From an optimization exercise on the open Yosys and OpenROAD flow, aimed at small area; shortcuts taken in it are not production practice.
At most, simulation tests tie the RTL to the original design; equivalence was not proved.
No functional check of the RTL was part of run 5.
Power and IR drop assume default switching activity.

--- flow/config.mk ---
export PLATFORM = sky130hd
export DESIGN_NAME = fft_stage0
export DESIGN_NICKNAME = fft_stage0
export VERILOG_FILES = /design/flow/design.v
export SDC_FILE = /design/flow/constraint.sdc
export NUM_CORES = 4
export LEC_CHECK = 0
export CAP_MARGIN = 20
export CORE_MARGIN = 2
export CORE_UTILIZATION = 65
export SLEW_MARGIN = 20
export SYNTH_HIERARCHICAL = 1
--- flow/constraint.sdc ---
create_clock -name core_clock -period 3.2 [get_ports {clk}]
set_input_delay 0.6400 -clock core_clock [delete_from_list [all_inputs] [get_ports {clk}]]
set_output_delay 0.6400 -clock core_clock [all_outputs]
set_load 0.01 [all_outputs]
--- flow/design.v ---
module bfly_fa (
    input  logic x,
    input  logic y,
    input  logic ci,
    output logic s,
    output logic co
);
    assign s  = x ^ y ^ ci;
    assign co = (x & y) | (ci & (x ^ y));
endmodule
module bfly_ha (
    input  logic x,
    input  logic y,
    output logic s,
    output logic co
);
    assign s  = x ^ y;
    assign co = x & y;
endmodule
module fft_stage0 (
    input  logic                                clk,
    input  logic                                rst,
    input  logic                                valid,
    input  logic [4*2*9-1:0]  din,
    output logic [4*2*10-1:0] bfly_p,
    output logic [4*2*10-1:0] bfly_n,
    output logic                                out_valid
);
    localparam int IW    = 9;
    localparam int OW    = 10;
    localparam int NP    = 2 * 4;   
    localparam int VW    = NP * IW;
    localparam int BLOCK = 2 * 8;
    localparam int IDX_W = $clog2(BLOCK);
    localparam int LO    = 7;                
    localparam int HI    = IW - LO;          
    localparam int SW    = LO + (LO - 1) + 2 + 2 * HI;
    localparam int KW    = SW - IW;          
    logic [IDX_W-1:0] idx;      
    logic             compute;  
    logic             fill_q;   
    logic             cmp_q;    
    logic             hold_q;   
    logic             rot_q;    
    logic             rot_qq;   
    assign compute = valid && idx[IDX_W-1];
    always_ff @(posedge clk or negedge rst) begin
        if (!rst) begin
            idx       <= '0;
            fill_q    <= 1'b0;
            cmp_q     <= 1'b0;
            hold_q    <= 1'b1;
            out_valid <= 1'b0;
        end else begin
            if (valid) begin
                idx <= idx + 1'b1;
            end
            fill_q    <= valid && !compute;
            cmp_q     <= compute;
            hold_q    <= !valid;
            out_valid <= cmp_q;  
        end
    end
    always_ff @(posedge clk) begin
        rot_q  <= idx[IDX_W-1] && idx[IDX_W-2];
        rot_qq <= rot_q;
    end
    logic [VW-1:0] cur;                   
    logic [VW-1:0] dly [1:8];    
    logic [VW-1:0] st_lo;                 
    logic [NP*KW-1:0] st_hi_d, res_q;     
    always_ff @(posedge clk) begin
        cur <= din;
    end
    always_ff @(posedge clk) begin
        dly[1] <= ({VW{cmp_q}} & st_lo) | ({VW{fill_q}} & cur) | ({VW{hold_q}} & dly[1]);
        for (int i = 2; i <= 8; i++) begin
            dly[i] <= ({VW{fill_q | cmp_q}} & dly[i-1]) | ({VW{hold_q}} & dly[i]);
        end
    end
    always_ff @(posedge clk) begin
        res_q <= st_hi_d;
    end
    for (genvar j = 0; j < NP; j++) begin : g_p1
        logic [IW-1:0] a, b;
        logic [LO-1:0] s, d;
        logic [LO:0]   cs, cd;
        assign a = dly[8][j*IW +: IW];
        assign b = cur[j*IW +: IW];
        bfly_ha i_s0 (.x(a[0]), .y(b[0]), .s(s[0]), .co(cs[1]));
        if (j % 2 == 1) begin : g_re
            assign cd[1] = rot_q ? (a[0] & !b[0]) : (a[0] | !b[0]);
        end else begin : g_im
            assign cd[1] = a[0] | !b[0];
        end
        for (genvar i = 1; i < LO; i++) begin : g_bit
            bfly_fa i_s (.x(a[i]), .y(b[i]),  .ci(cs[i]), .s(s[i]), .co(cs[i+1]));
            bfly_fa i_d (.x(a[i]), .y(!b[i]), .ci(cd[i]), .s(d[i]), .co(cd[i+1]));
        end
        assign d[0] = 1'b0;  
        assign st_lo[j*IW +: IW]   = {b[IW-1:LO], a[IW-1:LO], s[IW-2*HI-1:0]};
        assign st_hi_d[j*KW +: KW] = {cs[LO], cd[LO], d[LO-1:1], s[LO-1:IW-2*HI]};
    end
    logic [OW-1:0] sum [NP];
    logic [OW-1:0] dif [NP];
    for (genvar j = 0; j < NP; j++) begin : g_p2
        logic [HI-1:0] ah, bh, sh, dh;
        logic [LO-1:0] s, d;
        logic [HI:0]   cs, cd;
        assign {bh, ah, s[IW-2*HI-1:0]}             = dly[1][j*IW +: IW];
        assign {cs[0], cd[0], d[LO-1:1], s[LO-1:IW-2*HI]} = res_q[j*KW +: KW];
        assign d[0] = (j % 2 == 1 && rot_qq) ? !s[0] : s[0];
        for (genvar i = 0; i < HI; i++) begin : g_bit
            bfly_fa i_s (.x(ah[i]), .y(bh[i]),  .ci(cs[i]), .s(sh[i]), .co(cs[i+1]));
            bfly_fa i_d (.x(ah[i]), .y(!bh[i]), .ci(cd[i]), .s(dh[i]), .co(cd[i+1]));
        end
        assign sum[j] = {ah[HI-1] ^ bh[HI-1] ^ cs[HI], sh, s};
        assign dif[j] = {ah[HI-1] ^ !bh[HI-1] ^ cd[HI], dh, d};
    end
    for (genvar l = 0; l < 4; l++) begin : g_lane
        assign bfly_p[l*2*OW+OW +: OW] = sum[2*l+1];
        assign bfly_p[l*2*OW    +: OW] = sum[2*l];
        assign bfly_n[l*2*OW+OW +: OW] = rot_qq ? dif[2*l]    : dif[2*l+1];
        assign bfly_n[l*2*OW    +: OW] = rot_qq ? ~dif[2*l+1] : dif[2*l];
    end
endmodule
--- flow/flow/run.sh ---
#!/bin/bash
# The standard layout with two changes:
#  - the port buffers are made from the smallest buffer cell;
#  - the clock tree uses larger sink clusters and no dummy loads.
# Each step's full output is in orfs/logs/; make's output in standard.log.
set -euo pipefail
bash standard.sh \
  "BUFFER_PORTS_ARGS=-buffer_cell sky130_fd_sc_hd__buf_1" \
  "CTS_ARGS=-sink_clustering_enable -repair_clock_nets -dont_use_dummy_load -sink_clustering_size 16 -sink_clustering_max_diameter 60 -buf_list sky130_fd_sc_hd__clkbuf_8" \
  finish > standard.log 2>&1
--- flow/standard.sh ---
#!/bin/bash
# synth_recipe.tcl (not shown) runs the flow's synth.tcl, then flattens the netlist and writes it again
# the make line also repeats each setting of config.mk as NAME=value (left out here)
make -C /OpenROAD-flow-scripts/flow DESIGN_CONFIG=/design/flow/config.mk WORK_HOME=/design/flow/orfs CLKGATE_MAP_FILE= SYNTH_SCRIPT=/design/flow/synth_recipe.tcl "${@:-finish}"
==> results of run 1 <==
[modules after synthesis (local to each module, per instance)]
module | cell area, sq um | times used | cells
bfly_fa | 20.0 | 128 | 1
bfly_ha | 12.5 | 8 | 1
fft_stage0 | 23300 | 1 | 1790
[per-layer routing]
layer	track usage, %	vias up	part of all wire, %
met4	6.49	0	1.9
met5	0	-	0
met2	37.0	307	47
met3	3.93	66	4.7
li1	-	7166	-
met1	33.7	7441	47
[kinds of logic after synthesis]
logic type / Yosys count / synth area share (%)
flip-flops: 738 / 57.1
XOR/XNOR: 31 / 1.72
buffers and inverters: 341 / 7.36
AND/OR/NAND/NOR: 18 / 0.338
adder cells (fa/ha/maj): 137 / 10.3
multiplexers: 81 / 3.32
AO/OA/AOI/OAI: 580 / 19.8
[critical path, stage by stage, from the launching register on]
cell	delay, ns
sky130_fd_sc_hd__dfxtp_4	0.36
sky130_fd_sc_hd__inv_1	0.05
sky130_fd_sc_hd__fa_2	0.34
sky130_fd_sc_hd__fa_1	0.58
sky130_fd_sc_hd__inv_1	0.06
sky130_fd_sc_hd__mux2i_2	0.24
sky130_fd_sc_hd__buf_2	0.19
[synth_stat cells (all sizes together)]
cell	count	area [sq um]
xor3	8	190
nand2b	4	25.0
xnor3	4	90.1
fa	128	2560
dfstp	1	26.3
buf	156	1210
nand2	5	18.8
mux2	41	462
dfxtp	730	14600
a222oi	56	561
ha	9	113
o21a	4	30.0
xor2	1	8.76
dfrtp	7	175
inv	153	574
and2	2	12.5
nand4	1	6.26
clkbuf	32	120
xnor2	18	158
nor2	5	18.8
mux2i	40	400
or2	1	6.26
a22o	520	4550
[registers in the layout, indices dropped and copies added (netlist names)]
signal and cells:
rot_q 1, cmp_q 1, cur 72, dly 576, fill_q 1, rot_qq 1, hold_q 1, res_q 80
out_valid 1, idx 4
[repair_timing]
item,4_1_cts,5_1_grt
resized for setup,21,23
setup endpoints to repair,17,21
pin swaps,2,0
buffers inserted,1,1
gates cloned,0,0
hold buffers,1,0
hold endpoints to repair,7,0
[where the power goes]
group          total, mW  internal [mW]  switching, mW  leakage [nW]
Sequential          16.6           13.4           3.15          6.15
Combinational       11.2           5.82           5.37          5.23
Clock               4.15           1.48           2.67         0.381
Total               31.9           20.7           11.2          11.8
[layout make-up]
type                            instances  area [sq um]
Multi-Input combinational cell        847          9280
Inverter                              153           574
Fill cell                            2921         12100
Timing Repair Buffer                  275          1400
Sequential cell                       738         14800
Tap cell                              525           657
Clock buffer                           53           729
[final timing paths]
| kind | slack [ns] | cells past startpoint | end |
|---|---|---|---|
| setup / recovery | 0.09 | 6 | bfly_n[28] |
| setup reg to reg | 0.10 | 9 | res_q[77] |
| hold / removal | 0.08 | 1 | cur[16] |
| hold reg to reg | 0.44 | 1 | dly[1][52] |
| max in group asynchronous | 2.42 | 2 | hold_q |
| min in group asynchronous | 0.44 | 2 | idx[2] |
==> impl_results.html, run 1 <==
<table>
<tr><th>Metric</th><th>Value</th></tr>
<tr><th colspan="2">Outcome</th></tr>
<tr><td>Result of the run</td><td>complete, no violations</td></tr>
<tr><th colspan="2">Logic synthesis</th></tr>
<tr><td>Average cell area after synthesis</td><td>13.5 sq um</td></tr>
<tr><td>Post-synthesis sequential area ratio</td><td>57.1%</td></tr>
<tr><td>Number of standard cells after synthesis</td><td>1,926</td></tr>
<tr><td>Number of library cell types mapped by synthesis</td><td>26</td></tr>
<tr><td>Total standard cell area after synthesis</td><td>0.0259 sq mm</td></tr>
<tr><td>Number of warnings printed during yosys synthesis</td><td>10</td></tr>
<tr><td>Net Count, Synth</td><td>2,138</td></tr>
<tr><td>Number of synthesized register bits</td><td>738</td></tr>
<tr><th colspan="2">Worst hold path</th></tr>
<tr><td>Hold Path Origin</td><td>din[16]</td></tr>
<tr><td>Hold WC Path Type</td><td>in -&gt; reg</td></tr>
<tr><th colspan="2">Floorplanning</th></tr>
<tr><td>Floorplan row count</td><td>73</td></tr>
<tr><td>Number of I/O pins</td><td>236</td></tr>
<tr><td>CORE AREA</td><td>0.0395 sq mm</td></tr>
<tr><td>Y dimension of the die</td><td>204 um</td></tr>
<tr><td>Die W</td><td>204 um</td></tr>
<tr><td>Die area</td><td>0.0415 sq mm</td></tr>
<tr><td>Effective utilization at floorplan</td><td>65.6%</td></tr>
<tr><th colspan="2">Clock tree</th></tr>
<tr><td>Maximum number of buffers from clock root to sink</td><td>3</td></tr>
<tr><td>Worst-path clk slew</td><td>0.10 ns</td></tr>
<tr><td>Clock Sink Count</td><td>738</td></tr>
<tr><td>Clock tree from TritonCTS</td><td>built</td></tr>
<tr><td>Skew-Pair Late Insertion Delay</td><td>0.65 ns</td></tr>
<tr><td>CTS HTree Levels</td><td>2</td></tr>
<tr><td>Buffer cell driving the clock tree root</td><td>sky130_fd_sc_hd__clkbuf_8</td></tr>
<tr><td>Number of buffers created by CTS</td><td>53</td></tr>
<tr><th colspan="2">Global routing</th></tr>
<tr><td>Total grt overflow</td><td>0</td></tr>
<tr><td>First-pass GRT wire length</td><td>78,400 um</td></tr>
<tr><td>Overall track demand over capacity in global routing</td><td>23.5%</td></tr>
<tr><td>Maximum number of pins on one net before global-route repair</td><td>134</td></tr>
<tr><td>Antenna violations before repair</td><td>0</td></tr>
<tr><td>Number of global-route vias before repair</td><td>14,700</td></tr>
<tr><th colspan="2">Worst setup path</th></tr>
<tr><td>Crit path from</td><td>dly[1][25]</td></tr>
<tr><td>Kind of end point of the critical path</td><td>primary output</td></tr>
<tr><td>Type of the worst setup path</td><td>reg -&gt; out</td></tr>
<tr><td>Arrival time worst endpoint</td><td>2.47 ns</td></tr>
<tr><td>Launching element type of the critical path</td><td>flop</td></tr>
<tr><td>Launch point of the worst reg-to-reg path</td><td>rot_q</td></tr>
<tr><td>Worst-path fanout max</td><td>2</td></tr>
<tr><td>Data required time at the worst endpoint</td><td>2.56 ns</td></tr>
<tr><th colspan="2">Placed design</th></tr>
<tr><td>I/O Buffers</td><td>235</td></tr>
<tr><td>RePlAce Congestion</td><td>0.787</td></tr>
<tr><td>Half-perimeter wire length after placement</td><td>32,100 um</td></tr>
<tr><td>Post-Place Setup Slack</td><td>-0.108 ns</td></tr>
<tr><td>Area post-placement</td><td>0.0266 sq mm</td></tr>
<tr><td>Total instance count after detailed placement</td><td>2,535</td></tr>
<tr><th colspan="2">Layout</th></tr>
<tr><td>Post-route cell area</td><td>0.0275 sq mm</td></tr>
<tr><td>Ratio of cells with drive above 1 in the final layout</td><td>6.53%</td></tr>
<tr><td>Most frequent standard cell in the layout excluding fill and tap cells</td><td>sky130_fd_sc_hd__dfxtp_1</td></tr>
<tr><td>Area growth, synth to finish</td><td>5.98%</td></tr>
<tr><td>Core utilization of the finished layout</td><td>69.5%</td></tr>
<tr><td>Most used cells in the layout excluding fill and tap cells</td><td>sky130_fd_sc_hd__dfxtp_1 (721), sky130_fd_sc_hd__a22o_1 (520), sky130_fd_sc_hd__buf_1 (230)</td></tr>
<tr><td>Antenna Cells</td><td>0</td></tr>
<tr><td>Number of nets in the final layout</td><td>2,280</td></tr>
<tr><td>Non-filler instance count after layout</td><td>2,591</td></tr>
<tr><th colspan="2">STA</th></tr>
<tr><td>Final TNS setup</td><td>0 ns</td></tr>
<tr><td>Clock tree skew after final layout</td><td>0.0292 ns</td></tr>
<tr><td>Actual slew at the worst max-slew pin</td><td>0.861 ns</td></tr>
<tr><td>Fraction of the cycle the final worst path needs</td><td>97.2%</td></tr>
<tr><td>Achievable frequency</td><td>0.322 GHz</td></tr>
<tr><td>Number of hold violations in the final report</td><td>0</td></tr>
<tr><td>Setup repair after global routing missed its margin</td><td>no</td></tr>
<tr><td>Number of max-slew violations in the final report</td><td>0</td></tr>
<tr><td>Final setup viols</td><td>0</td></tr>
<tr><td>Max transition margin</td><td>42.6%</td></tr>
<tr><td>Final critical-path required period</td><td>3.11 ns</td></tr>
<tr><td>Final critical-path setup slack</td><td>0.0902 ns</td></tr>
<tr><td>Worst Hold Margin</td><td>0.0755 ns</td></tr>
<tr><th colspan="2">Pwr</th></tr>
<tr><td>Power density over the cells</td><td>1160 mW/mm^2</td></tr>
<tr><td>Tot Pwr</td><td>31.9 mW</td></tr>
<tr><td>Peak VDD IR</td><td>0.825 mV</td></tr>
<tr><td>Pleak</td><td>11.8 nW</td></tr>
<tr><th colspan="2">Route</th></tr>
<tr><td>Wire per inst</td><td>18.5 um</td></tr>
<tr><td>Post-detailed-routing wire length</td><td>47,800 um</td></tr>
<tr><td>Final routed DRC violation total</td><td>0</td></tr>
<tr><td>Number of nets with antenna violations after routing</td><td>0</td></tr>
<tr><td>Number of iterations in the first detailed-routing pass</td><td>6</td></tr>
<tr><td>Mean number of vias per cell</td><td>5.78</td></tr>
<tr><td>Number of DRC markers after the initial detailed-route iteration</td><td>1,090</td></tr>
<tr><td>Detailed-route via count</td><td>15,000</td></tr>
<tr><th colspan="2">Job</th></tr>
<tr><td>Max capacitance violation total</td><td>0</td></tr>
</table>
==> run 2: changes to the inputs <==
--- a/flow/config.mk
+++ b/flow/config.mk
@@ -7,6 +7,6 @@
 export LEC_CHECK = 0
 export CAP_MARGIN = 20
 export CORE_MARGIN = 2
-export CORE_UTILIZATION = 65
+export CORE_UTILIZATION = 80
 export SLEW_MARGIN = 20
 export SYNTH_HIERARCHICAL = 1
==> run 2 against run 1 <==
Effect of this change:
- critical endpoint is now bfly_n[39]
- largest power group unchanged
- still clean
- synthesized area unchanged
- clock power down 2%
- die area down 18%
- highest routed layer unchanged
==> impl_results.html, run 2 <==
<table>
<tr><th>Metric</th><th>Value</th></tr>
<tr><th colspan="2">Floorplanning</th></tr>
<tr><td>CORE AREA</td><td>0.0317 sq mm</td></tr>
<tr><td>Effective utilization at floorplan</td><td>81.8%</td></tr>
<tr><td>Die W</td><td>184 um</td></tr>
<tr><td>Number of I/O pins</td><td>236</td></tr>
<tr><td>Die area</td><td>0.0339 sq mm</td></tr>
<tr><td>Y dimension of the die</td><td>184 um</td></tr>
<tr><td>Floorplan row count</td><td>65</td></tr>
<tr><th colspan="2">Route</th></tr>
<tr><td>Wire per inst</td><td>20.3 um</td></tr>
<tr><td>Number of DRC markers after the initial detailed-route iteration</td><td>1,285</td></tr>
<tr><td>Mean number of vias per cell</td><td>6.26</td></tr>
<tr><td>Detailed-route via count</td><td>15,400</td></tr>
<tr><td>Number of iterations in the first detailed-routing pass</td><td>8</td></tr>
<tr><td>Final routed DRC violation total</td><td>0</td></tr>
<tr><td>Post-detailed-routing wire length</td><td>49,700 um</td></tr>
<tr><td>Number of nets with antenna violations after routing</td><td>0</td></tr>
<tr><th colspan="2">Logic synthesis</th></tr>
<tr><td>Most frequently used cell type in the post-synthesis netlist</td><td>sky130_fd_sc_hd__dfxtp_1</td></tr>
<tr><td>Net Count, Synth</td><td>2,138</td></tr>
<tr><td>Multiplexer fraction of the synthesized cell area</td><td>3.32%</td></tr>
<tr><td>Number of enable-type register cells in the synthesized netlist</td><td>0</td></tr>
<tr><td>Synth Flop Type</td><td>sky130_fd_sc_hd__dfxtp_1</td></tr>
<tr><td>Number of library cell types mapped by synthesis</td><td>26</td></tr>
<tr><td>Combinational family with the most area after synthesis</td><td>compound AO/OA/AOI/OAI gates</td></tr>
<tr><td>Area share of the largest cell type after synthesis</td><td>56.3%</td></tr>
<tr><td>Number of synthesized register bits</td><td>738</td></tr>
<tr><td>Share of flip-flops with an asynchronous set or reset</td><td>1.08%</td></tr>
<tr><td>Number of warnings printed during yosys synthesis</td><td>10</td></tr>
<tr><td>Adder-cell share of the synthesized area</td><td>10.3%</td></tr>
<tr><td>Most area-hungry cell type in the Yosys netlist</td><td>sky130_fd_sc_hd__dfxtp_1</td></tr>
<tr><td>Total standard cell area after synthesis</td><td>0.0259 sq mm</td></tr>
<tr><td>Synth area leaders</td><td>sky130_fd_sc_hd__dfxtp_1 (56%), sky130_fd_sc_hd__a22o_1 (18%), sky130_fd_sc_hd__fa_1 (9.9%)</td></tr>
<tr><td>Average cell area after synthesis</td><td>13.5 sq um</td></tr>
<tr><td>Xor and xnor area share after synthesis</td><td>1.72%</td></tr>
<tr><td>Synthesized-area fraction occupied by and/or/nand/nor cells</td><td>0.338%</td></tr>
<tr><td>Post-synthesis sequential area ratio</td><td>57.1%</td></tr>
<tr><td>Compound-cell area share of the yosys netlist</td><td>19.8%</td></tr>
<tr><td>List of most frequent post-synthesis cells</td><td>sky130_fd_sc_hd__dfxtp_1 (730), sky130_fd_sc_hd__a22o_1 (520), sky130_fd_sc_hd__inv_1 (153)</td></tr>
<tr><td>Number of standard cells after synthesis</td><td>1,926</td></tr>
<tr><th colspan="2">Layout</th></tr>
<tr><td>Most frequent standard cell in the layout excluding fill and tap cells</td><td>sky130_fd_sc_hd__dfxtp_1</td></tr>
<tr><td>Largest registers</td><td>dly (576), res_q (80), cur (72)</td></tr>
<tr><td>Number of flip-flops in the largest register</td><td>576</td></tr>
<tr><td>FILL cells</td><td>1,658</td></tr>
<tr><td>Register with the most flip-flops</td><td>dly</td></tr>
<tr><td>Post-route cell area</td><td>0.0271 sq mm</td></tr>
<tr><td>Antenna Cells</td><td>0</td></tr>
<tr><td>Area growth, synth to finish</td><td>4.47%</td></tr>
<tr><td>Most used cells in the layout excluding fill and tap cells</td><td>sky130_fd_sc_hd__dfxtp_1 (720), sky130_fd_sc_hd__a22o_1 (520), sky130_fd_sc_hd__buf_1 (230)</td></tr>
<tr><td>Ratio of cells with drive above 1 in the final layout</td><td>5.42%</td></tr>
<tr><td>Number of nets in the final layout</td><td>2,263</td></tr>
<tr><th colspan="2">STA</th></tr>
<tr><td>Fraction of the cycle the final worst path needs</td><td>98.1%</td></tr>
<tr><td>Clock tree skew after final layout</td><td>0.0403 ns</td></tr>
<tr><td>Final critical-path required period</td><td>3.14 ns</td></tr>
<tr><td>Max transition margin</td><td>37.7%</td></tr>
<tr><td>Achievable frequency</td><td>0.318 GHz</td></tr>
<tr><td>Number of max-slew violations in the final report</td><td>0</td></tr>
<tr><td>Final critical-path setup slack</td><td>0.0599 ns</td></tr>
<tr><td>Final setup viols</td><td>0</td></tr>
<tr><td>Worst Hold Margin</td><td>0.103 ns</td></tr>
<tr><td>Actual slew at the worst max-slew pin</td><td>0.935 ns</td></tr>
<tr><td>Number of hold violations in the final report</td><td>0</td></tr>
<tr><th colspan="2">Placed design</th></tr>
<tr><td>Area post-placement</td><td>0.0263 sq mm</td></tr>
<tr><td>Post-Place Setup Slack</td><td>-0.0645 ns</td></tr>
<tr><td>Half-perimeter wire length after placement</td><td>31,800 um</td></tr>
<tr><td>RePlAce Congestion</td><td>0.805</td></tr>
<tr><td>I/O Buffers</td><td>235</td></tr>
<tr><th colspan="2">Pwr</th></tr>
<tr><td>Pleak</td><td>11.7 nW</td></tr>
<tr><td>Power density over the cells</td><td>1180 mW/mm^2</td></tr>
<tr><td>Tot Pwr</td><td>32.0 mW</td></tr>
<tr><td>Peak VDD IR</td><td>0.823 mV</td></tr>
<tr><th colspan="2">Clock tree</th></tr>
<tr><td>Skew-Pair Late Insertion Delay</td><td>0.61 ns</td></tr>
<tr><td>Number of buffers created by CTS</td><td>52</td></tr>
<tr><td>Worst-path clk slew</td><td>0.10 ns</td></tr>
<tr><td>Maximum number of buffers from clock root to sink</td><td>3</td></tr>
<tr><td>Buffer cell driving the clock tree root</td><td>sky130_fd_sc_hd__clkbuf_8</td></tr>
<tr><td>CTS HTree Levels</td><td>2</td></tr>
<tr><td>Clock tree from TritonCTS</td><td>built</td></tr>
<tr><td>Clock Sink Count</td><td>738</td></tr>
<tr><th colspan="2">Worst setup path</th></tr>
<tr><td>Kind of end point of the critical path</td><td>primary output</td></tr>
<tr><td>Worst-path fanout max</td><td>2</td></tr>
<tr><td>Arrival time worst endpoint</td><td>2.50 ns</td></tr>
<tr><td>Type of the worst setup path</td><td>reg -&gt; out</td></tr>
<tr><td>Data required time at the worst endpoint</td><td>2.56 ns</td></tr>
<tr><td>Launching element type of the critical path</td><td>flop</td></tr>
<tr><th colspan="2">Global routing</th></tr>
<tr><td>Maximum number of pins on one net before global-route repair</td><td>106</td></tr>
<tr><td>Total grt overflow</td><td>0</td></tr>
<tr><td>Antenna violations before repair</td><td>0</td></tr>
<tr><td>Overall track demand over capacity in global routing</td><td>29.4%</td></tr>
<tr><td>First-pass GRT wire length</td><td>79,100 um</td></tr>
<tr><td>Number of global-route vias before repair</td><td>15,400</td></tr>
<tr><th colspan="2">Outcome</th></tr>
<tr><td>Result of the run</td><td>complete, no violations</td></tr>
<tr><th colspan="2">Worst hold path</th></tr>
<tr><td>Hold WC Path Type</td><td>in -&gt; reg</td></tr>
<tr><th colspan="2">Job</th></tr>
<tr><td>Max capacitance violation total</td><td>0</td></tr>
</table>
## run 2: timing repair
item,in CTS,in global routing
setup endpoints to repair,16,21
hold endpoints to repair,7,0
hold buffers,1,0
setup buffers,0,1
resized for setup,16,21
## run 2: per-module statistics from Yosys (local to each module, per instance)
module / area [sq um] / flip-flops and latches
bfly_fa: 20.0 / 0
fft_stage0: 23300 / 738
bfly_ha: 12.5 / 0
## run 2: final timing paths
check                      slack (ns)  cells past startpoint          to       start
min in group asynchronous        0.56                      2      idx[1]         rst
hold / removal                   0.10                      1     cur[66]     din[66]
setup reg to reg                 0.07                      7   res_q[47]     cur[37]
hold reg to reg                  0.43                      1  dly[1][35]     cur[35]
setup / recovery                 0.06                      6  bfly_n[39]  dly[1][34]
max in group asynchronous        2.18                      2       cmp_q         rst
## run 2: per-stage QoR
stage / util (%) / TNS, ns / instances
6_report: 85.4 / 0 / 2451
4_1_cts: 85.3 / 0 / 2450
3_3_place_gp: 82.9 / 0 / 2397
5_1_grt: 85.4 / -0.00569 / 2451
2_1_floorplan: - / 0 / 1926
3_5_place_dp: 82.9 / -0.172 / 2397
## run 2: area by class of cell
cell class	instances	area, sq um	area share, %
Clock buffer	52	716	2.64
Inverter	153	574	2.12
Multi-Input combinational cell	847	9260	34.2
Sequential cell	738	14800	54.8
Tap cell	402	503	1.86
Timing Repair Buffer	259	1200	4.42
## run 2: worst max-delay path: stages, from the launching register on
cell and delay [ns]:
sky130_fd_sc_hd__dfxtp_2 0.36, sky130_fd_sc_hd__inv_1 0.06, sky130_fd_sc_hd__fa_1 0.43, sky130_fd_sc_hd__fa_1 0.42, sky130_fd_sc_hd__xor3_1 0.25, sky130_fd_sc_hd__mux2i_1 0.19, sky130_fd_sc_hd__buf_2 0.17
## run 2: logic make-up (layout without fill, tap and decap cells)
logic type | count (synthesis) | count (layout)
and+or+nand+nor | 18 | 18
muxes | 81 | 81
xor gates and xnor gates | 31 | 31
DFF | 738 | 738
AOI/OAI and AO/OA | 580 | 580
buffers and inverters | 341 | 464
adders and majority gates | 137 | 137
## run 2: where the power goes
part | switching [mW] | internal (mW)
Combinational | 5.52 | 5.68
Clock | 2.61 | 1.46
Sequential | 3.27 | 13.4
## run 2: layer usage
layer | GRT usage, % | wire length [um] | vias to the layer above
li1 | - | - | 7108
met1 | 39.7 | 21200 | 7688
met2 | 49.2 | 24400 | 449
met3 | 4.79 | 2770 | 110
met4 | 9.70 | 1340 | 0
met5 | 0 | 0 | -
==> run 3: changes to the inputs <==
--- a/flow/config.mk
+++ b/flow/config.mk
@@ -7,6 +7,6 @@
 export LEC_CHECK = 0
 export CAP_MARGIN = 20
 export CORE_MARGIN = 2
-export CORE_UTILIZATION = 80
+export CORE_UTILIZATION = 40
 export SLEW_MARGIN = 20
 export SYNTH_HIERARCHICAL = 1
==> run 3 against run 2 <==
Effect of this change:
- worst setup slack improved by 0.029 ns
- critical endpoint is now res_q[31]
- sequential cell count did not move
- synthesized area did not move
- die area rose by 97%
- still clean
- total power rose by 1.4%
- via count fell by 2.1%
- count of clock-buffer cells in the layout rose by 6
- final cell count rose by 20%
- combinational power barely moved
- first-iteration DRC count fell by 26%
==> impl_results.html, run 3 <==
<table>
<tr><th>Metric</th><th>Value</th></tr>
<tr><th colspan="2">Outcome</th></tr>
<tr><td>Result of the run</td><td>complete, no violations</td></tr>
<tr><th colspan="2">Layout</th></tr>
<tr><td>Area growth, synth to finish</td><td>8.71%</td></tr>
<tr><td>Core utilization of the finished layout</td><td>43.9%</td></tr>
<tr><td>Register with the most flip-flops</td><td>dly</td></tr>
<tr><td>Number of nets in the final layout</td><td>2,306</td></tr>
<tr><td>Most frequent standard cell in the layout excluding fill and tap cells</td><td>sky130_fd_sc_hd__dfxtp_1</td></tr>
<tr><td>Largest registers</td><td>dly (576), res_q (80), cur (72)</td></tr>
<tr><td>Non-filler instance count after layout</td><td>2,948</td></tr>
<tr><td>Number of flip-flops in the largest register</td><td>576</td></tr>
<tr><td>Most used cells in the layout excluding fill and tap cells</td><td>sky130_fd_sc_hd__dfxtp_1 (716), sky130_fd_sc_hd__a22o_1 (520), sky130_fd_sc_hd__buf_1 (227)</td></tr>
<tr><td>Ratio of cells with drive above 1 in the final layout</td><td>7.50%</td></tr>
<tr><td>FILL cells</td><td>5,906</td></tr>
<tr><th colspan="2">Clock tree</th></tr>
<tr><td>Maximum number of buffers from clock root to sink</td><td>3</td></tr>
<tr><td>Clock tree from TritonCTS</td><td>built</td></tr>
<tr><td>Skew-Pair Late Insertion Delay</td><td>0.65 ns</td></tr>
<tr><td>Number of buffers created by CTS</td><td>58</td></tr>
<tr><td>Worst-path clk slew</td><td>0.10 ns</td></tr>
<tr><td>Buffer cell driving the clock tree root</td><td>sky130_fd_sc_hd__clkbuf_8</td></tr>
<tr><td>Clock Sink Count</td><td>738</td></tr>
<tr><td>CTS HTree Levels</td><td>2</td></tr>
<tr><th colspan="2">Worst setup path</th></tr>
<tr><td>Arrival time worst endpoint</td><td>3.66 ns</td></tr>
<tr><td>Worst-path fanout max</td><td>4</td></tr>
<tr><td>Launching element type of the critical path</td><td>flop</td></tr>
<tr><td>Type of the worst setup path</td><td>reg -&gt; reg</td></tr>
<tr><td>Data required time at the worst endpoint</td><td>3.75 ns</td></tr>
<tr><td>Buf/Inv on CP</td><td>0</td></tr>
<tr><td>Gate family responsible for the most delay along the worst path</td><td>adder cells</td></tr>
<tr><td>Kind of end point of the critical path</td><td>flop</td></tr>
<tr><td>Critical path's most frequent cell</td><td>sky130_fd_sc_hd__fa_1</td></tr>
<tr><td>Slowest cell delay on critical path</td><td>0.43 ns</td></tr>
<tr><td>Highest-delay cell along the critical path</td><td>sky130_fd_sc_hd__fa_1</td></tr>
<tr><td>Ordered cell list for the critical path</td><td>ha_1 -&gt; fa_1 -&gt; fa_1 -&gt; fa_1 -&gt; fa_1 -&gt; fa_1 -&gt; fa_1</td></tr>
<tr><th colspan="2">Global routing</th></tr>
<tr><td>Layer with the highest usage</td><td>met2</td></tr>
<tr><td>First-pass GRT wire length</td><td>83,700 um</td></tr>
<tr><td>Number of global-route vias before repair</td><td>15,300</td></tr>
<tr><td>Overall track demand over capacity in global routing</td><td>15.4%</td></tr>
<tr><td>Met1 track demand over resource</td><td>21.4%</td></tr>
<tr><td>M2 GR Usage</td><td>24.6%</td></tr>
<tr><td>GRT met3 Usage</td><td>2.93%</td></tr>
<tr><td>Maximum number of pins on one net before global-route repair</td><td>101</td></tr>
<tr><td>Antenna violations before repair</td><td>2</td></tr>
<tr><td>Total grt overflow</td><td>0</td></tr>
<tr><th colspan="2">Logic synthesis</th></tr>
<tr><td>Share of flip-flops with an asynchronous set or reset</td><td>1.08%</td></tr>
<tr><td>Most area-hungry cell type in the Yosys netlist</td><td>sky130_fd_sc_hd__dfxtp_1</td></tr>
<tr><td>Number of warnings printed during yosys synthesis</td><td>10</td></tr>
<tr><td>Most frequently used cell type in the post-synthesis netlist</td><td>sky130_fd_sc_hd__dfxtp_1</td></tr>
<tr><td>Synth area leaders</td><td>sky130_fd_sc_hd__dfxtp_1 (56%), sky130_fd_sc_hd__a22o_1 (18%), sky130_fd_sc_hd__fa_1 (9.9%)</td></tr>
<tr><td>Post-synthesis sequential area ratio</td><td>57.1%</td></tr>
<tr><td>Number of library cell types mapped by synthesis</td><td>26</td></tr>
<tr><td>Number of synthesized register bits</td><td>738</td></tr>
<tr><td>List of most frequent post-synthesis cells</td><td>sky130_fd_sc_hd__dfxtp_1 (730), sky130_fd_sc_hd__a22o_1 (520), sky130_fd_sc_hd__inv_1 (153)</td></tr>
<tr><td>Total standard cell area after synthesis</td><td>0.0259 sq mm</td></tr>
<tr><td>Area share of the largest cell type after synthesis</td><td>56.3%</td></tr>
<tr><td>Number of standard cells after synthesis</td><td>1,926</td></tr>
<tr><td>Number of enable-type register cells in the synthesized netlist</td><td>0</td></tr>
<tr><td>Net Count, Synth</td><td>2,138</td></tr>
<tr><td>Average cell area after synthesis</td><td>13.5 sq um</td></tr>
<tr><td>Synth Flop Type</td><td>sky130_fd_sc_hd__dfxtp_1</td></tr>
<tr><th colspan="2">Route</th></tr>
<tr><td>Number of iterations in the first detailed-routing pass</td><td>5</td></tr>
<tr><td>Number of nets with antenna violations after routing</td><td>0</td></tr>
<tr><td>Post-detailed-routing wire length</td><td>51,700 um</td></tr>
<tr><td>Wire per inst</td><td>17.5 um</td></tr>
<tr><td>Mean number of vias per cell</td><td>5.10</td></tr>
<tr><td>Detailed-route via count</td><td>15,000</td></tr>
<tr><td>Number of DRC markers after the initial detailed-route iteration</td><td>946</td></tr>
<tr><td>Final routed DRC violation total</td><td>0</td></tr>
<tr><th colspan="2">STA</th></tr>
<tr><td>Setup repair after global routing missed its margin</td><td>no</td></tr>
<tr><td>Final critical-path setup slack</td><td>0.0887 ns</td></tr>
<tr><td>Achievable frequency</td><td>0.321 GHz</td></tr>
<tr><td>Final critical-path required period</td><td>3.11 ns</td></tr>
<tr><td>Max transition margin</td><td>36.8%</td></tr>
<tr><td>Fraction of the cycle the final worst path needs</td><td>97.2%</td></tr>
<tr><td>Final TNS setup</td><td>0 ns</td></tr>
<tr><td>Number of hold violations in the final report</td><td>0</td></tr>
<tr><td>Number of max-slew violations in the final report</td><td>0</td></tr>
<tr><td>Final setup viols</td><td>0</td></tr>
<tr><td>Clock tree skew after final layout</td><td>0.0467 ns</td></tr>
<tr><td>Actual slew at the worst max-slew pin</td><td>0.947 ns</td></tr>
<tr><th colspan="2">Floorplanning</th></tr>
<tr><td>Y dimension of the die</td><td>259 um</td></tr>
<tr><td>Die area</td><td>0.0669 sq mm</td></tr>
<tr><td>Number of I/O pins</td><td>236</td></tr>
<tr><td>Floorplan row count</td><td>93</td></tr>
<tr><td>Die W</td><td>259 um</td></tr>
<tr><td>CORE AREA</td><td>0.0642 sq mm</td></tr>
<tr><td>Effective utilization at floorplan</td><td>40.4%</td></tr>
<tr><th colspan="2">Worst hold path</th></tr>
<tr><td>Hold WC Path Type</td><td>in -&gt; reg</td></tr>
<tr><th colspan="2">Placed design</th></tr>
<tr><td>Total instance count after detailed placement</td><td>2,866</td></tr>
<tr><td>RePlAce Congestion</td><td>0.783</td></tr>
<tr><td>Half-perimeter wire length after placement</td><td>34,500 um</td></tr>
<tr><td>Post-Place Setup Slack</td><td>-0.143 ns</td></tr>
<tr><td>I/O Buffers</td><td>235</td></tr>
<tr><th colspan="2">Pwr</th></tr>
<tr><td>Pleak</td><td>11.9 nW</td></tr>
<tr><td>Peak VDD IR</td><td>0.622 mV</td></tr>
<tr><td>Power density over the cells</td><td>1150 mW/mm^2</td></tr>
<tr><td>Tot Pwr</td><td>32.4 mW</td></tr>
<tr><th colspan="2">Job</th></tr>
<tr><td>Max capacitance violation total</td><td>0</td></tr>
</table>
## run 3: cell counts after synthesis
No cell type changed its count.
## run 3: path summary, 6_finish.rpt
| path | startpoint | end | slack, ns | cells past startpoint |
|---|---|---|---|---|
| min in group asynchronous | rst | out_valid | 0.45 | 2 |
| hold reg to reg | dly[5][0] | dly[6][0] | 0.41 | 1 |
| setup reg to reg | cur[27] | res_q[31] | 0.09 | 7 |
| max in group asynchronous | rst | cmp_q | 2.37 | 2 |
| hold / removal | din[3] | cur[3] | 0.07 | 1 |
| setup / recovery | cur[27] | res_q[31] | 0.09 | 7 |
## run 3: worst reg2reg max path, delay by kind of cell (launching register included)
family / cells / cell delay [ns]
adder cells (fa/ha/maj): 7 / 2.66
flip-flops: 1 / 0.34
## run 3: per-module statistics from Yosys, one instance, submodules excluded
module	flip-flops and latches	area, sq um	copies in the design
bfly_ha	0	12.5	8
fft_stage0	738	23300	1
bfly_fa	0	20.0	128
## run 3: layer usage
| layer | vias up | wire length, um |
|---|---|---|
| met3 | 81 | 2560 |
| met5 | - | 13 |
| met4 | 2 | 1190 |
| li1 | 7208 | - |
| met1 | 7450 | 24400 |
| met2 | 287 | 23600 |
## run 3: timing repair
| item | CTS | global route |
|---|---|---|
| gates cloned | 0 | 0 |
| setup buffers | 2 | 2 |
| pin swaps | 2 | 5 |
| hold buffers | 19 | 0 |
| endpoints found under the setup margin | 23 | 18 |
| hold endpoints to repair | 25 | 0 |
| resized for setup | 41 | 21 |
## run 3: logic make-up (layout without fill, tap and decap cells)
logic type                 count (synthesis)  in the layout  share of synthesized area, %
xor gates and xnor gates                  31             31                          1.72
and+or+nand+nor                           18             18                         0.338
muxes                                     81             81                          3.32
AOI/OAI and AO/OA                        580            580                          19.8
DFF                                      738            738                          57.1
other                                      0              1                             0
adders and majority gates                137            137                          10.3
buffers and inverters                    341            507                          7.36
## run 3: final cells by class
class / instances / area [sq um] / area share (%)
Inverter: 153 / 574 / 2.04
Multi-Input combinational cell: 847 / 9300 / 33.0
Timing Repair Buffer: 296 / 1590 / 5.65
Sequential cell: 738 / 14900 / 52.7
Clock buffer: 58 / 798 / 2.83
Tap cell: 855 / 1070 / 3.79
Antenna cell: 1 / 2.50 / 0.00887
## run 3: metrics by stage
step	hold slack, ns	instance area, sq um
2_1_floorplan	0.329	25900
3_3_place_gp	0.420	27000
3_5_place_dp	0.428	27000
4_1_cts	0.000342	28100
5_1_grt	0.00774	28200
6_report	0.0703	28200
## run 3: power by group
| group | total (mW) | leakage [nW] | internal [mW] | switching [mW] |
|---|---|---|---|---|
| clock network | 4.40 | 0.417 | 1.61 | 2.79 |
| logic | 11.4 | 5.31 | 5.93 | 5.49 |
| registers | 16.6 | 6.15 | 13.5 | 3.16 |
| total | 32.4 | 11.9 | 21.0 | 11.4 |
==> run 4: changes to the inputs <==
--- a/flow/design.v
+++ b/flow/design.v
@@ -114,8 +114,8 @@
             bfly_fa i_s (.x(ah[i]), .y(bh[i]),  .ci(cs[i]), .s(sh[i]), .co(cs[i+1]));
             bfly_fa i_d (.x(ah[i]), .y(!bh[i]), .ci(cd[i]), .s(dh[i]), .co(cd[i+1]));
         end
-        assign sum[j] = {ah[HI-1] ^ bh[HI-1] ^ cs[HI], sh, s};
-        assign dif[j] = {ah[HI-1] ^ !bh[HI-1] ^ cd[HI], dh, d};
+        assign sum[j] = {(ah[HI-1] & bh[HI-1])  | (!cs[HI-1] & (ah[HI-1] | bh[HI-1])),  sh, s};
+        assign dif[j] = {(ah[HI-1] & !bh[HI-1]) | (!cd[HI-1] & (ah[HI-1] | !bh[HI-1])), dh, d};
     end
     for (genvar l = 0; l < 4; l++) begin : g_lane
         assign bfly_p[l*2*OW+OW +: OW] = sum[2*l+1];
--- a/flow/config.mk
+++ b/flow/config.mk
@@ -7,6 +7,6 @@
 export LEC_CHECK = 0
 export CAP_MARGIN = 20
 export CORE_MARGIN = 2
-export CORE_UTILIZATION = 40
+export CORE_UTILIZATION = 65
 export SLEW_MARGIN = 20
 export SYNTH_HIERARCHICAL = 1
==> run 4 against run 3 <==
Effect of this change:
- via count is 0.46% higher
- clock power is 6.1% lower
- hold slack better by 0.00063 ns
- global-route usage is 7.9 points higher
- critical endpoint is now res_q[37]
- first-iteration DRC count is 4.8% higher
- maximum frequency is 0.49% higher
- worst setup slack better by 0.015 ns
- still clean on timing, DRC and antenna
- critical path type unchanged
==> impl_results.html, run 4 <==
<table>
<tr><th>Metric</th><th>Value</th></tr>
<tr><th colspan="2">Logic synthesis</th></tr>
<tr><td>Number of synthesized register bits</td><td>738</td></tr>
<tr><td>Average cell area after synthesis</td><td>13.3 sq um</td></tr>
<tr><td>Number of warnings printed during yosys synthesis</td><td>10</td></tr>
<tr><td>Most frequently used cell type in the post-synthesis netlist</td><td>sky130_fd_sc_hd__dfxtp_1</td></tr>
<tr><td>Total standard cell area after synthesis</td><td>0.0257 sq mm</td></tr>
<tr><td>Most area-hungry cell type in the Yosys netlist</td><td>sky130_fd_sc_hd__dfxtp_1</td></tr>
<tr><td>Number of standard cells after synthesis</td><td>1,934</td></tr>
<tr><td>List of most frequent post-synthesis cells</td><td>sky130_fd_sc_hd__dfxtp_1 (730), sky130_fd_sc_hd__a22o_1 (520), sky130_fd_sc_hd__inv_1 (164)</td></tr>
<tr><td>Synth Flop Type</td><td>sky130_fd_sc_hd__dfxtp_1</td></tr>
<tr><td>Post-synthesis sequential area ratio</td><td>57.6%</td></tr>
<tr><td>Net Count, Synth</td><td>2,146</td></tr>
<tr><td>Number of enable-type register cells in the synthesized netlist</td><td>0</td></tr>
<tr><td>Synth area leaders</td><td>sky130_fd_sc_hd__dfxtp_1 (57%), sky130_fd_sc_hd__a22o_1 (18%), sky130_fd_sc_hd__fa_1 (10%)</td></tr>
<tr><td>Share of flip-flops with an asynchronous set or reset</td><td>1.08%</td></tr>
<tr><td>Area share of the largest cell type after synthesis</td><td>56.8%</td></tr>
<tr><td>Number of library cell types mapped by synthesis</td><td>31</td></tr>
<tr><th colspan="2">Worst setup path</th></tr>
<tr><td>Critical path's most frequent cell</td><td>sky130_fd_sc_hd__fa_1</td></tr>
<tr><td>Type of the worst setup path</td><td>reg -&gt; reg</td></tr>
<tr><td>Arrival time worst endpoint</td><td>3.64 ns</td></tr>
<tr><td>Kind of end point of the critical path</td><td>flop</td></tr>
<tr><td>Number of cells traversed by the worst register-to-register path</td><td>10</td></tr>
<tr><td>Launch point of the worst reg-to-reg path</td><td>rot_q</td></tr>
<tr><td>Worst setup slack for register-to-register paths</td><td>0.10 ns</td></tr>
<tr><td>Worst-path fanout max</td><td>7</td></tr>
<tr><td>Data required time at the worst endpoint</td><td>3.74 ns</td></tr>
<tr><td>Reg2Reg Capture Point</td><td>res_q[37]</td></tr>
<tr><td>Launching element type of the critical path</td><td>flop</td></tr>
<tr><td>Highest-delay cell along the critical path</td><td>sky130_fd_sc_hd__fa_1</td></tr>
<tr><td>Slowest cell delay on critical path</td><td>0.43 ns</td></tr>
<tr><td>Ordered cell list for the critical path</td><td>buf_12 -&gt; nand2_1 -&gt; nand2_1 -&gt; o21ai_1 -&gt; fa_2 -&gt; fa_1 -&gt; fa_2 -&gt; fa_1 -&gt; fa_1 -&gt; fa_1</td></tr>
<tr><th colspan="2">Floorplanning</th></tr>
<tr><td>Die area</td><td>0.0412 sq mm</td></tr>
<tr><td>Floorplan row count</td><td>72</td></tr>
<tr><td>Y dimension of the die</td><td>203 um</td></tr>
<tr><td>Number of I/O pins</td><td>236</td></tr>
<tr><td>CORE AREA</td><td>0.0388 sq mm</td></tr>
<tr><td>Effective utilization at floorplan</td><td>66.3%</td></tr>
<tr><td>Die W</td><td>203 um</td></tr>
<tr><th colspan="2">Pwr</th></tr>
<tr><td>Reported net switching power</td><td>11.0 mW</td></tr>
<tr><td>Clk network pwr share</td><td>13.2%</td></tr>
<tr><td>Peak VDD IR</td><td>0.649 mV</td></tr>
<tr><td>Fraction of power spent switching nets</td><td>35.1%</td></tr>
<tr><td>Power density over the cells</td><td>1150 mW/mm^2</td></tr>
<tr><td>Proportion of power drawn by combinational gates</td><td>33.7%</td></tr>
<tr><td>Pleak</td><td>11.6 nW</td></tr>
<tr><td>Internal power summed over all cells</td><td>20.2 mW</td></tr>
<tr><td>Seq pwr share</td><td>53.0%</td></tr>
<tr><td>Tot Pwr</td><td>31.2 mW</td></tr>
<tr><th colspan="2">STA</th></tr>
<tr><td>Number of hold violations in the final report</td><td>0</td></tr>
<tr><td>Final critical-path required period</td><td>3.10 ns</td></tr>
<tr><td>Final setup viols</td><td>0</td></tr>
<tr><td>Clock tree skew after final layout</td><td>0.0350 ns</td></tr>
<tr><td>Number of max-slew violations in the final report</td><td>0</td></tr>
<tr><td>Actual slew at the worst max-slew pin</td><td>0.882 ns</td></tr>
<tr><td>Achievable frequency</td><td>0.323 GHz</td></tr>
<tr><td>Max transition margin</td><td>41.2%</td></tr>
<tr><td>Fraction of the cycle the final worst path needs</td><td>96.8%</td></tr>
<tr><td>Setup repair after global routing missed its margin</td><td>yes</td></tr>
<tr><th colspan="2">Route</th></tr>
<tr><td>Wire per inst</td><td>18.6 um</td></tr>
<tr><td>Number of DRC markers after the initial detailed-route iteration</td><td>991</td></tr>
<tr><td>Detailed-route via count</td><td>15,100</td></tr>
<tr><td>Final routed DRC violation total</td><td>0</td></tr>
<tr><td>Number of nets with antenna violations after routing</td><td>0</td></tr>
<tr><td>Number of iterations in the first detailed-routing pass</td><td>9</td></tr>
<tr><td>Post-detailed-routing wire length</td><td>48,100 um</td></tr>
<tr><td>Mean number of vias per cell</td><td>5.84</td></tr>
<tr><th colspan="2">Clock tree</th></tr>
<tr><td>Buffer cell driving the clock tree root</td><td>sky130_fd_sc_hd__clkbuf_8</td></tr>
<tr><td>Worst-path clk slew</td><td>0.09 ns</td></tr>
<tr><td>Clock Sink Count</td><td>738</td></tr>
<tr><td>Maximum number of buffers from clock root to sink</td><td>3</td></tr>
<tr><td>Skew-Pair Late Insertion Delay</td><td>0.63 ns</td></tr>
<tr><td>Clock tree from TritonCTS</td><td>built</td></tr>
<tr><td>Number of buffers created by CTS</td><td>53</td></tr>
<tr><td>CTS HTree Levels</td><td>2</td></tr>
<tr><th colspan="2">Global routing</th></tr>
<tr><td>Overall track demand over capacity in global routing</td><td>23.4%</td></tr>
<tr><td>Antenna violations before repair</td><td>3</td></tr>
<tr><td>Number of global-route vias before repair</td><td>14,700</td></tr>
<tr><td>First-pass GRT wire length</td><td>77,100 um</td></tr>
<tr><td>Total grt overflow</td><td>0</td></tr>
<tr><td>Maximum number of pins on one net before global-route repair</td><td>111</td></tr>
<tr><th colspan="2">Placed design</th></tr>
<tr><td>I/O Buffers</td><td>235</td></tr>
<tr><td>Half-perimeter wire length after placement</td><td>31,800 um</td></tr>
<tr><td>RePlAce Congestion</td><td>0.808</td></tr>
<tr><th colspan="2">Layout</th></tr>
<tr><td>Most frequent standard cell in the layout excluding fill and tap cells</td><td>sky130_fd_sc_hd__dfxtp_1</td></tr>
<tr><td>Area growth, synth to finish</td><td>5.61%</td></tr>
<tr><td>Register with the most flip-flops</td><td>dly</td></tr>
<tr><td>Number of flip-flops in the largest register</td><td>576</td></tr>
<tr><td>Core utilization of the finished layout</td><td>70.0%</td></tr>
<tr><td>Largest registers</td><td>dly (576), res_q (80), cur (72)</td></tr>
<tr><td>Number of nets in the final layout</td><td>2,282</td></tr>
<tr><td>Most used cells in the layout excluding fill and tap cells</td><td>sky130_fd_sc_hd__dfxtp_1 (718), sky130_fd_sc_hd__a22o_1 (520), sky130_fd_sc_hd__buf_1 (233)</td></tr>
<tr><td>Ratio of cells with drive above 1 in the final layout</td><td>7.06%</td></tr>
<tr><th colspan="2">Job</th></tr>
<tr><td>Max capacitance violation total</td><td>0</td></tr>
<tr><th colspan="2">Worst hold path</th></tr>
<tr><td>Worst Hold End</td><td>cur[33]</td></tr>
<tr><td>Hold Path Origin</td><td>din[33]</td></tr>
<tr><td>Hold WC Path Type</td><td>in -&gt; reg</td></tr>
<tr><td>Hold Path Stages</td><td>1</td></tr>
<tr><th colspan="2">Outcome</th></tr>
<tr><td>Result of the run</td><td>complete, no violations</td></tr>
</table>
-- run 4: cell types whose count changed after synthesis, moves of 7 or more --
cell,previous run,this run
sky130_fd_sc_hd__a21oi_1,0,10
sky130_fd_sc_hd__inv_1,153,164
sky130_fd_sc_hd__maj3_1,0,11
sky130_fd_sc_hd__mux2_1,41,21
sky130_fd_sc_hd__mux2_2,0,20
sky130_fd_sc_hd__o21ai_0,0,7
sky130_fd_sc_hd__xnor2_1,18,2
sky130_fd_sc_hd__xor3_1,8,0
-- run 4: worst max-delay path: cells and delay by family (launching register included) --
kind	cells	cell delay, ns
buffers and inverters	1	0.14
AND/OR/NAND/NOR	2	0.12
flip-flops	1	0.36
adder cells (fa/ha/maj)	6	2.28
AO/OA/AOI/OAI	1	0.08
-- run 4: worst max-delay path by stage --
stage / from / end / cells past startpoint
finish: rot_q / res_q[37] / 10
floorplan: rot_q / res_q[17] / 9
CTS: dly[1][34] / bfly_n[38] / 5
detailed placement: rot_q / res_q[57] / 10
global placement: rot_q / res_q[57] / 10
global route: rot_q / res_q[37] / 10
-- run 4: cell type report --
| class | instances | area [sq um] |
|---|---|---|
| antenna | 1 | 2.50 |
| clock buffer | 53 | 729 |
| fill | 2837 | 11600 |
| inverter | 165 | 619 |
| multi-input combinational | 848 | 9050 |
| sequential | 738 | 14900 |
| tap | 518 | 648 |
| timing repair buffer | 264 | 1280 |
-- run 4: metrics by stage --
stage          hold slack (ns)  std cells  instance area [sq um]  setup TNS [ns]  worst slack (ns)
2_1_floorplan            0.344       1934                  25700               0             0.155
3_3_place_gp             0.420       2530                  26300         -0.0421           -0.0245
4_1_cts                0.00473       2584                  27100         -0.0335           -0.0335
6_report                0.0709       2587                  27200               0             0.104
5_1_grt                 0.0177       2587                  27200        -0.00400          -0.00400
3_5_place_dp             0.421       2530                  26300          -0.259           -0.0922
-- run 4: power by group through the flow --
stage,Combinational [mW],Clock (mW),Sequential (mW)
after floorplan,8.41,0,15.7
after global placement,10.1,0,16.6
after detailed placement,10.5,0,16.7
final,10.5,4.13,16.5
after CTS,10.6,4.30,16.5
after global routing,11.7,4.62,17.1
-- run 4: cells by family (layout without fill, tap and decap cells) --
group,after synthesis,in the layout,share of synthesized area [%]
DFF,738,738,57.6
adders and majority gates,148,148,10.8
and+or+nand+nor,18,18,0.340
muxes,77,77,3.19
AOI/OAI and AO/OA,602,602,20.5
other,0,1,0
xor gates and xnor gates,3,3,0.102
buffers and inverters,348,482,7.52
-- run 4: modules after synthesis (local to each module, per instance) --
module | flip-flops and latches | copies in the design
fft_stage0 | 738 | 1
bfly_ha | 0 | 8
bfly_fa | 0 | 128
-- run 4: repair_timing --
item                       CTS  global route
gates resized for setup     21            26
pin swaps                    0             6
hold buffers                 1             0
setup buffers                0             2
hold endpoints to repair     7             0
setup endpoints to repair   16            15
-- run 4: layer usage --
metal	global-route usage, %	wire length [um]	vias to the layer above
li1	-	-	7168
met1	33.6	22600	7536
met2	36.4	22000	314
met3	4.00	2230	77
met4	7.33	1280	2
met5	0	13	-
==> run 5: changes to the inputs <==
--- a/flow/design.v
+++ b/flow/design.v
@@ -32,7 +32,7 @@
     localparam int VW    = NP * IW;
     localparam int BLOCK = 2 * 8;
     localparam int IDX_W = $clog2(BLOCK);
-    localparam int LO    = 7;                
+    localparam int LO    = 6;                
     localparam int HI    = IW - LO;          
     localparam int SW    = LO + (LO - 1) + 2 + 2 * HI;
     localparam int KW    = SW - IW;          
--- a/flow/config.mk
+++ b/flow/config.mk
@@ -7,6 +7,6 @@
 export LEC_CHECK = 0
 export CAP_MARGIN = 20
 export CORE_MARGIN = 2
-export CORE_UTILIZATION = 65
+export CORE_UTILIZATION = 80
 export SLEW_MARGIN = 20
 export SYNTH_HIERARCHICAL = 1
==> run 5 against run 4 <==
Effect of this change:
- now fails the layout checks on negative setup slack
- synthesized cell count shrank 1.3%
- total power is 3.1% higher
- count of clock-buffer cells in the layout is 1 lower
- combinational power is 9.5% higher
- critical endpoint is now bfly_n[78]
- largest power group unchanged
- highest routed layer unchanged
==> impl_results.html, run 5 <==
<table>
<tr><th>Metric</th><th>Value</th></tr>
<tr><th colspan="2">Global routing</th></tr>
<tr><td>Overall track demand over capacity in global routing</td><td>29.3%</td></tr>
<tr><td>Maximum number of pins on one net before global-route repair</td><td>235</td></tr>
<tr><td>Total grt overflow</td><td>0</td></tr>
<tr><td>First-pass GRT wire length</td><td>78,700 um</td></tr>
<tr><td>Antenna violations before repair</td><td>7</td></tr>
<tr><td>Number of global-route vias before repair</td><td>15,500</td></tr>
<tr><th colspan="2">Layout</th></tr>
<tr><td>Number of flip-flops in the largest register</td><td>576</td></tr>
<tr><td>Register with the most flip-flops</td><td>dly</td></tr>
<tr><td>Most frequent standard cell in the layout excluding fill and tap cells</td><td>sky130_fd_sc_hd__dfxtp_1</td></tr>
<tr><td>Core utilization of the finished layout</td><td>86.1%</td></tr>
<tr><td>Number of nets in the final layout</td><td>2,285</td></tr>
<tr><td>Ratio of cells with drive above 1 in the final layout</td><td>9.08%</td></tr>
<tr><td>Largest registers</td><td>dly (576), res_q (80), cur (72)</td></tr>
<tr><td>Most used cells in the layout excluding fill and tap cells</td><td>sky130_fd_sc_hd__dfxtp_1 (710), sky130_fd_sc_hd__a22o_1 (528), sky130_fd_sc_hd__buf_1 (214)</td></tr>
<tr><td>FILL cells</td><td>1,614</td></tr>
<tr><td>Area growth, synth to finish</td><td>6.16%</td></tr>
<tr><th colspan="2">Logic synthesis</th></tr>
<tr><td>Total standard cell area after synthesis</td><td>0.0256 sq mm</td></tr>
<tr><td>Area share of the largest cell type after synthesis</td><td>57.1%</td></tr>
<tr><td>List of most frequent post-synthesis cells</td><td>sky130_fd_sc_hd__dfxtp_1 (730), sky130_fd_sc_hd__a22o_1 (528), sky130_fd_sc_hd__inv_1 (153)</td></tr>
<tr><td>Post-synthesis sequential area ratio</td><td>57.9%</td></tr>
<tr><td>Most area-hungry cell type in the Yosys netlist</td><td>sky130_fd_sc_hd__dfxtp_1</td></tr>
<tr><td>Share of flip-flops with an asynchronous set or reset</td><td>1.08%</td></tr>
<tr><td>Number of enable-type register cells in the synthesized netlist</td><td>0</td></tr>
<tr><td>Number of synthesized register bits</td><td>738</td></tr>
<tr><td>Net Count, Synth</td><td>2,121</td></tr>
<tr><td>Synth Flop Type</td><td>sky130_fd_sc_hd__dfxtp_1</td></tr>
<tr><td>Number of warnings printed during yosys synthesis</td><td>10</td></tr>
<tr><td>Average cell area after synthesis</td><td>13.4 sq um</td></tr>
<tr><td>Synth area leaders</td><td>sky130_fd_sc_hd__dfxtp_1 (57%), sky130_fd_sc_hd__a22o_1 (18%), sky130_fd_sc_hd__fa_1 (10%)</td></tr>
<tr><td>Number of standard cells after synthesis</td><td>1,909</td></tr>
<tr><td>Number of library cell types mapped by synthesis</td><td>29</td></tr>
<tr><td>Most frequently used cell type in the post-synthesis netlist</td><td>sky130_fd_sc_hd__dfxtp_1</td></tr>
<tr><th colspan="2">Pwr</th></tr>
<tr><td>Power density over the cells</td><td>1180 mW/mm^2</td></tr>
<tr><td>Seq pwr share</td><td>51.4%</td></tr>
<tr><td>Clk network pwr share</td><td>12.7%</td></tr>
<tr><td>Pleak</td><td>11.6 nW</td></tr>
<tr><td>Reported net switching power</td><td>11.5 mW</td></tr>
<tr><td>Proportion of power drawn by combinational gates</td><td>35.9%</td></tr>
<tr><td>Internal power summed over all cells</td><td>20.7 mW</td></tr>
<tr><td>Peak VDD IR</td><td>1.09 mV</td></tr>
<tr><td>Fraction of power spent switching nets</td><td>35.6%</td></tr>
<tr><td>Tot Pwr</td><td>32.2 mW</td></tr>
<tr><th colspan="2">Route</th></tr>
<tr><td>Detailed-route via count</td><td>15,300</td></tr>
<tr><td>Mean number of vias per cell</td><td>6.18</td></tr>
<tr><td>Number of DRC markers after the initial detailed-route iteration</td><td>1,297</td></tr>
<tr><td>Number of nets with antenna violations after routing</td><td>0</td></tr>
<tr><td>Number of iterations in the first detailed-routing pass</td><td>5</td></tr>
<tr><td>Final routed DRC violation total</td><td>0</td></tr>
<tr><td>Post-detailed-routing wire length</td><td>48,900 um</td></tr>
<tr><td>Wire per inst</td><td>19.7 um</td></tr>
<tr><th colspan="2">STA</th></tr>
<tr><td>Number of hold violations in the final report</td><td>0</td></tr>
<tr><td>Fraction of the cycle the final worst path needs</td><td>102%</td></tr>
<tr><td>Actual slew at the worst max-slew pin</td><td>0.987 ns</td></tr>
<tr><td>Max transition margin</td><td>34.2%</td></tr>
<tr><td>Achievable frequency</td><td>0.305 GHz</td></tr>
<tr><td>Final critical-path setup slack</td><td>-0.0791 ns</td></tr>
<tr><td>Final setup viols</td><td>7</td></tr>
<tr><td>Final critical-path required period</td><td>3.28 ns</td></tr>
<tr><td>Clock tree skew after final layout</td><td>0.0486 ns</td></tr>
<tr><td>Worst Hold Margin</td><td>0.115 ns</td></tr>
<tr><td>Number of max-slew violations in the final report</td><td>0</td></tr>
<tr><td>Setup repair after global routing missed its margin</td><td>yes</td></tr>
<tr><th colspan="2">Clock tree</th></tr>
<tr><td>Skew-Pair Late Insertion Delay</td><td>0.60 ns</td></tr>
<tr><td>Worst-path clk slew</td><td>0.10 ns</td></tr>
<tr><td>Maximum number of buffers from clock root to sink</td><td>3</td></tr>
<tr><td>Clock Sink Count</td><td>738</td></tr>
<tr><td>Number of buffers created by CTS</td><td>52</td></tr>
<tr><td>Buffer cell driving the clock tree root</td><td>sky130_fd_sc_hd__clkbuf_8</td></tr>
<tr><td>Clock tree from TritonCTS</td><td>built</td></tr>
<tr><td>CTS HTree Levels</td><td>2</td></tr>
<tr><th colspan="2">Worst setup path</th></tr>
<tr><td>Launching element type of the critical path</td><td>flop</td></tr>
<tr><td>Worst-path fanout max</td><td>2</td></tr>
<tr><td>Data required time at the worst endpoint</td><td>2.56 ns</td></tr>
<tr><td>Reg2Reg Capture Point</td><td>res_q[77]</td></tr>
<tr><td>Launch point of the worst reg-to-reg path</td><td>rot_q</td></tr>
<tr><td>Number of cells traversed by the worst register-to-register path</td><td>9</td></tr>
<tr><td>Crit path from</td><td>res_q[78]</td></tr>
<tr><td>Kind of end point of the critical path</td><td>primary output</td></tr>
<tr><td>Arrival time worst endpoint</td><td>2.64 ns</td></tr>
<tr><td>Worst setup slack for register-to-register paths</td><td>0.23 ns</td></tr>
<tr><td>Type of the worst setup path</td><td>reg -&gt; out</td></tr>
<tr><th colspan="2">Floorplanning</th></tr>
<tr><td>CORE AREA</td><td>0.0316 sq mm</td></tr>
<tr><td>Floorplan row count</td><td>65</td></tr>
<tr><td>Effective utilization at floorplan</td><td>81.1%</td></tr>
<tr><td>Y dimension of the die</td><td>183 um</td></tr>
<tr><td>Die W</td><td>183 um</td></tr>
<tr><td>Die area</td><td>0.0334 sq mm</td></tr>
<tr><td>Number of I/O pins</td><td>236</td></tr>
<tr><th colspan="2">Job</th></tr>
<tr><td>Max capacitance violation total</td><td>0</td></tr>
<tr><th colspan="2">Outcome</th></tr>
<tr><td>Result of the run</td><td>finished with violations</td></tr>
<tr><td>Layout violations</td><td>negative setup slack</td></tr>
<tr><th colspan="2">Placed design</th></tr>
<tr><td>RePlAce Congestion</td><td>0.877</td></tr>
<tr><td>I/O Buffers</td><td>235</td></tr>
<tr><td>Half-perimeter wire length after placement</td><td>31,000 um</td></tr>
<tr><th colspan="2">Worst hold path</th></tr>
<tr><td>Worst Hold End</td><td>cur[9]</td></tr>
<tr><td>Hold Path Origin</td><td>din[9]</td></tr>
<tr><td>Hold WC Path Type</td><td>in -&gt; reg</td></tr>
<tr><td>Hold Path Stages</td><td>1</td></tr>
</table>
==> run 5: cell types whose count changed in the layout (fill, tap and decap cells not counted), moves of 8 or more <==
cell                       previous run  this run
sky130_fd_sc_hd__buf_1              233       214
sky130_fd_sc_hd__mux2_2              20         0
sky130_fd_sc_hd__buf_4               14        22
sky130_fd_sc_hd__dfxtp_1            718       710
sky130_fd_sc_hd__fa_2                24        33
sky130_fd_sc_hd__buf_6                0        13
sky130_fd_sc_hd__fa_1               104        95
sky130_fd_sc_hd__a222oi_1            56        48
sky130_fd_sc_hd__inv_1              162       146
sky130_fd_sc_hd__inv_2                3        11
sky130_fd_sc_hd__buf_2                1        16
sky130_fd_sc_hd__mux2_1              21        37
sky130_fd_sc_hd__a22o_1             520       528
==> run 5: logic make-up after synthesis <==
kind of cell / after synthesis / synth area share (%)
AO/OA/AOI/OAI: 602 / 20.5
XOR/XNOR: 3 / 0.103
adder cells (fa/ha/maj): 148 / 10.9
buffers and inverters: 323 / 7.03
flip-flops: 738 / 57.9
multiplexers: 77 / 3.21
AND/OR/NAND/NOR: 18 / 0.342
==> run 5: power groups by stage <==
stage | combinational (mW) | sequential (mW) | clock, mW
after detailed placement | 10.6 | 16.6 | 0
after global routing | 12.6 | 17.1 | 4.50
final | 11.5 | 16.6 | 4.08
after CTS | 11.3 | 16.5 | 4.15
after global placement | 10.2 | 16.4 | 0
after floorplan | 8.46 | 15.7 | 0
==> run 5: how the worst max path moves through the flow <==
stage	endpoint	slack, ns	depth (start not counted)
final	bfly_n[78]	-0.08	5
after global routing	bfly_n[28]	-0.14	6
after CTS	bfly_n[28]	-0.20	7
after detailed placement	bfly_n[38]	0.17	6
after global placement	bfly_n[38]	0.25	6
after floorplan	bfly_n[18]	0.47	5
==> run 5: layout make-up <==
| type | count | area (sq um) | share of cell area [%] |
|---|---|---|---|
| inverter | 157 | 589 | 2.17 |
| timing repair buffer | 276 | 1390 | 5.12 |
| antenna | 5 | 12.5 | 0.0460 |
| tap | 402 | 503 | 1.85 |
| multi-input combinational | 848 | 9080 | 33.4 |
| sequential | 738 | 14900 | 54.8 |
| clock buffer | 52 | 716 | 2.63 |
==> run 5: metrics by stage <==
step	instance area (sq um)	setup slack, ns	std cells	TNS, ns
2_1_floorplan	25600	0.468	1909	0
3_3_place_gp	26000	0.247	2396	0
3_5_place_dp	26000	0.174	2396	0
4_1_cts	27100	-0.199	2467	-1.38
5_1_grt	27200	-0.142	2476	-1.08
6_report	27200	-0.0791	2478	-0.313
==> run 5: modules after synthesis, one instance, submodules excluded <==
module | times used | area (sq um) | flops+latches | cells
fft_stage0 | 1 | 22900 | 738 | 1773
bfly_fa | 128 | 20.0 | 0 | 1
bfly_ha | 8 | 12.5 | 0 | 1
==> run 5: critical path, stage by stage (launching register included) <==
cell	delay (ns)
sky130_fd_sc_hd__dfxtp_2	0.35
sky130_fd_sc_hd__fa_2	0.38
sky130_fd_sc_hd__fa_2	0.37
sky130_fd_sc_hd__fa_1	0.53
sky130_fd_sc_hd__mux2_4	0.29
sky130_fd_sc_hd__buf_6	0.12
==> run 5: layer usage <==
layer / track usage [%] / up-vias / part of all wire (%)
li1: - / 7144 / -
met1: 40.3 / 7653 / 43
met2: 48.4 / 417 / 49
met3: 4.88 / 97 / 5.5
met4: 9.18 / 4 / 2.5
met5: 0 / - / 0.053
==> run 5: timing repair <==
action	4_1_cts	5_1_grt
resized for setup	86	29
setup buffers	18	9
hold buffers	1	0
endpoints found under the setup margin	19	21
hold endpoints to repair	7	0
pin swaps	23	31

re-timing with driven ports:
The flow's constraints put no driver on any port. The routed layouts listed below were extracted and timed again, unchanged, in two steps.
Step 1: set_driving_cell puts a clkbuf_16 on clk and a buf_2 on each other input, an assumption about the parent block.
Step 2 adds t to the input delays and takes it off the output delays; t is the mean of the earliest and latest rising clock arrival at the registers after step 1. Input paths then give back, and output paths get back, about the clock's delay inside the block.
a / b / c = ideal ports / drivers / drivers and shift; a / b = the first two.
| run | shift t [ns] | slack for setup (ns) | worst hold slack (ns) | worst setup path at the end | worst register clock-pin slew, ns |
|---|---|---|---|---|---|
| run 1 | 0.690 | 0.090 / 0.036 / 0.096 | 0.076 / 0.043 / 0.441 | register to register | 0.10 / 0.10 |
| run 2 | 0.645 | 0.060 / 0.010 / 0.066 | 0.103 / 0.076 / 0.429 | register to register | 0.10 / 0.10 |
| run 3 | 0.690 | 0.089 / 0.061 / 0.089 | 0.070 / 0.039 / 0.411 | register to register | 0.10 / 0.10 |
| run 4 | 0.682 | 0.104 / 0.073 / 0.104 | 0.071 / 0.041 / 0.416 | register to register | 0.10 / 0.10 |
| run 5 | 0.637 | -0.079 / -0.133 / 0.227 | 0.115 / 0.088 / 0.426 | register to register | 0.10 / 0.10 |
